This design comes from an exercise in tuning for small area on the open sky130 flow, not from production work. The RTL was checked by simulation tests, not by an equivalence proof against the original design.

Setup of epsilon:
==> flow/design.v (excerpt) <==
module fpdiv_frac
(
	input  logic        clk,
	input  logic        rst_n,
	input  logic        start_valid_i,
	output logic        start_ready_o,
	input  logic        flush_i,
	input  logic [1:0]  fp_format_i,
	input  logic [52:0] a_frac_i,
	input  logic [52:0] b_frac_i,
	output logic        finish_valid_o,
	input  logic        finish_ready_i,
	output logic [54:0] fpdiv_frac_o
);
	localparam logic [1:0] ST_IDLE  = 2'b00;
	localparam logic [1:0] ST_FIRST = 2'b01;
	localparam logic [1:0] ST_SKIP  = 2'b10;
	localparam logic [1:0] ST_RUN   = 2'b11;
	logic [1:0]  state_q;
	logic [1:0]  state_d;
	logic [53:0] rem_q;     
	logic [52:0] div_q;     
	logic [54:0] quo_q;     
	logic        idle;
	logic        skip;
	logic        run;
	logic        sub;
	logic        lead;
	logic        shift;
	logic [52:0] fmask;
	logic [53:0] opb;
	logic [54:0] carry;
	logic [53:0] sum;
	assign idle = (state_q == ST_IDLE);
	assign skip = (state_q == ST_SKIP);
	assign run  = (state_q == ST_RUN);
	assign fmask = {{29{fp_format_i[1]}}, {13{fp_format_i != 2'd0}}, 11'h7ff};
	always_comb begin
		if (div_q[52])      lead = quo_q[54];
		else if (div_q[23]) lead = quo_q[24];
		else                lead = quo_q[12];
	end
	assign sub = quo_q[0] & !skip;
	assign opb = {sub, div_q ^ {53{sub}}};
	logic [53:0] x;
	logic [53:0] y;
	assign x = rem_q;
	assign y = opb;
	assign carry[0] = sub;
	logic [53:0] s0;
	assign sum[0] = x[0] ^ y[0] ^ carry[0];
	assign carry[1] = (x[0] & y[0]) | (carry[0] & (x[0] ^ y[0]));
	assign sum[1] = x[1] ^ y[1] ^ carry[1];
	assign carry[2] = (x[1] & y[1]) | (carry[1] & (x[1] ^ y[1]));
	assign sum[2] = x[2] ^ y[2] ^ carry[2];
	assign carry[3] = (x[2] & y[2]) | (carry[2] & (x[2] ^ y[2]));
	assign sum[3] = x[3] ^ y[3] ^ carry[3];
	assign carry[4] = (x[3] & y[3]) | (carry[3] & (x[3] ^ y[3]));
	assign sum[4] = x[4] ^ y[4] ^ carry[4];
  ...
For scale: ~170 I/O pins.
clock: 11.0 ns
lec_check: 0
abc_area: 1
cap_margin: 20
core_margin: 2
core_utilization: 40
cts_buf_list: sky130_fd_sc_hd__clkbuf_16
cts_cluster_diameter: 200
cts_cluster_size: 50
place_density: 0.6
slew_margin: 20
standard.sh (not shown) runs the stock make flow with config.mk's settings and CLKGATE_MAP_FILE= SYNTH_SCRIPT=/design/flow/synth_recipe.tcl, a recipe that flattens the netlist after the stock synthesis.
==> flow/flow/run.sh <==
#!/bin/bash
# The standard layout (standard.sh) unchanged, except that the port buffers
# that buffer_ports inserts are buf_1 cells.
set -euo pipefail
export BUFFER_PORTS_ARGS="-buffer_cell sky130_fd_sc_hd__buf_1"
bash standard.sh > flow_standard.log 2>&1
#### Input delta (beta over epsilon)
- CTS_CLUSTER_DIAMETER: 200 -> 150
- CTS_BUF_LIST: sky130_fd_sc_hd__clkbuf_16 -> sky130_fd_sc_hd__clkbuf_8
- CTS_CLUSTER_SIZE: 50 -> 30
~same total track usage in beta and epsilon. Comparing epsilon with beta, the number of buffer cells added on primary ports came out essentially unchanged. Compared with epsilon, in beta global-route met2 utilization went down 0.40 points; worst path setup slack after routing went down 0.010 ns; number of flip-flops and latches held; routed wire length held. On final critical-path share of the clock period, beta and epsilon are basically level. Any difference in weighted congestion at the end of routability-driven global placement between epsilon and beta is small enough to ignore. Comparing beta and epsilon, the lower insertion delay of the later-clocked pin in the worst-skew pair is on epsilon. Relative to epsilon, the wire length of the first global-routing pass measured on beta has decreased slightly.

* * *

MS:
Starting RTL as in the previous note.
export LEC_CHECK = 0
export ABC_AREA = 1
export CAP_MARGIN = 20
export CORE_MARGIN = 2
export CORE_UTILIZATION = 40
export CTS_BUF_LIST = sky130_fd_sc_hd__clkbuf_8 sky130_fd_sc_hd__clkbuf_16
export CTS_CLUSTER_DIAMETER = 200
export CTS_CLUSTER_SIZE = 40
export PLACE_DENSITY = 0.6
export SLEW_MARGIN = 20
create_clock -name core_clock -period 11.0 [get_ports {clk}]
Scripts as last shown in full above: flow/flow/run.sh
MS completed every stage of the flow, and the final layout passed the timing, design-rule and antenna checks.
Setup changes, MS to PW
Settings: clearing CTS_CLUSTER_SIZE, which used to be 40; clearing CTS_CLUSTER_DIAMETER, which used to be 200; swapping sky130_fd_sc_hd__clkbuf_8 sky130_fd_sc_hd__clkbuf_16 for sky130_fd_sc_hd__clkbuf_4 sky130_fd_sc_hd__clkbuf_8 in CTS_BUF_LIST.
- Changes observed in PW relative to MS: post-layout minimum cycle time shows an increase of 10 ps.
- Comparing the two runs side by side, PW comes out ahead of MS on area of all placed cells without fillers.
- Changes observed in PW relative to MS: global-route track usage on met3 held steady; first-pass GRT wire length shrank by 1.0%; worst hold slack across all endpoints grew by 5.1 ps.
- Measured against each other, PW and MS differ in count of filler cells inserted in the layout, the higher figure coming from PW.
- | clock transition at the registers of the reported paths | higher: PW |

[static timing again, ports no longer ideal]
In the flow no input, the clock included, has a driving cell. The finished layouts below were timed again as built, in two steps.
Step 1 sets driving cells, clkbuf_16 on the clock port and buf_2 on the other inputs (assumed; they add their load-dependent delay and slew).
Step 2 times the ports against the registers' clock, not the clock port: input delays grow and output delays shrink by t, the midpoint of the rising clock arrivals with the driver on.
Slacks: ideal ports / drivers / drivers and shift; pairs: ideal ports / drivers.
run | t (ns) | setup slack, ns | worst data-port slew with drivers (ns)
epsilon | 0.468 | 4.012 / 4.012 / 4.012 | 0.08
beta | 0.501 | 4.002 / 4.002 / 4.002 | 0.08
MS | 0.468 | 4.012 / 4.012 / 4.012 | 0.08
PW | 0.501 | 4.002 / 4.002 / 4.002 | 0.08
After both steps setup and hold are still met in every run listed.
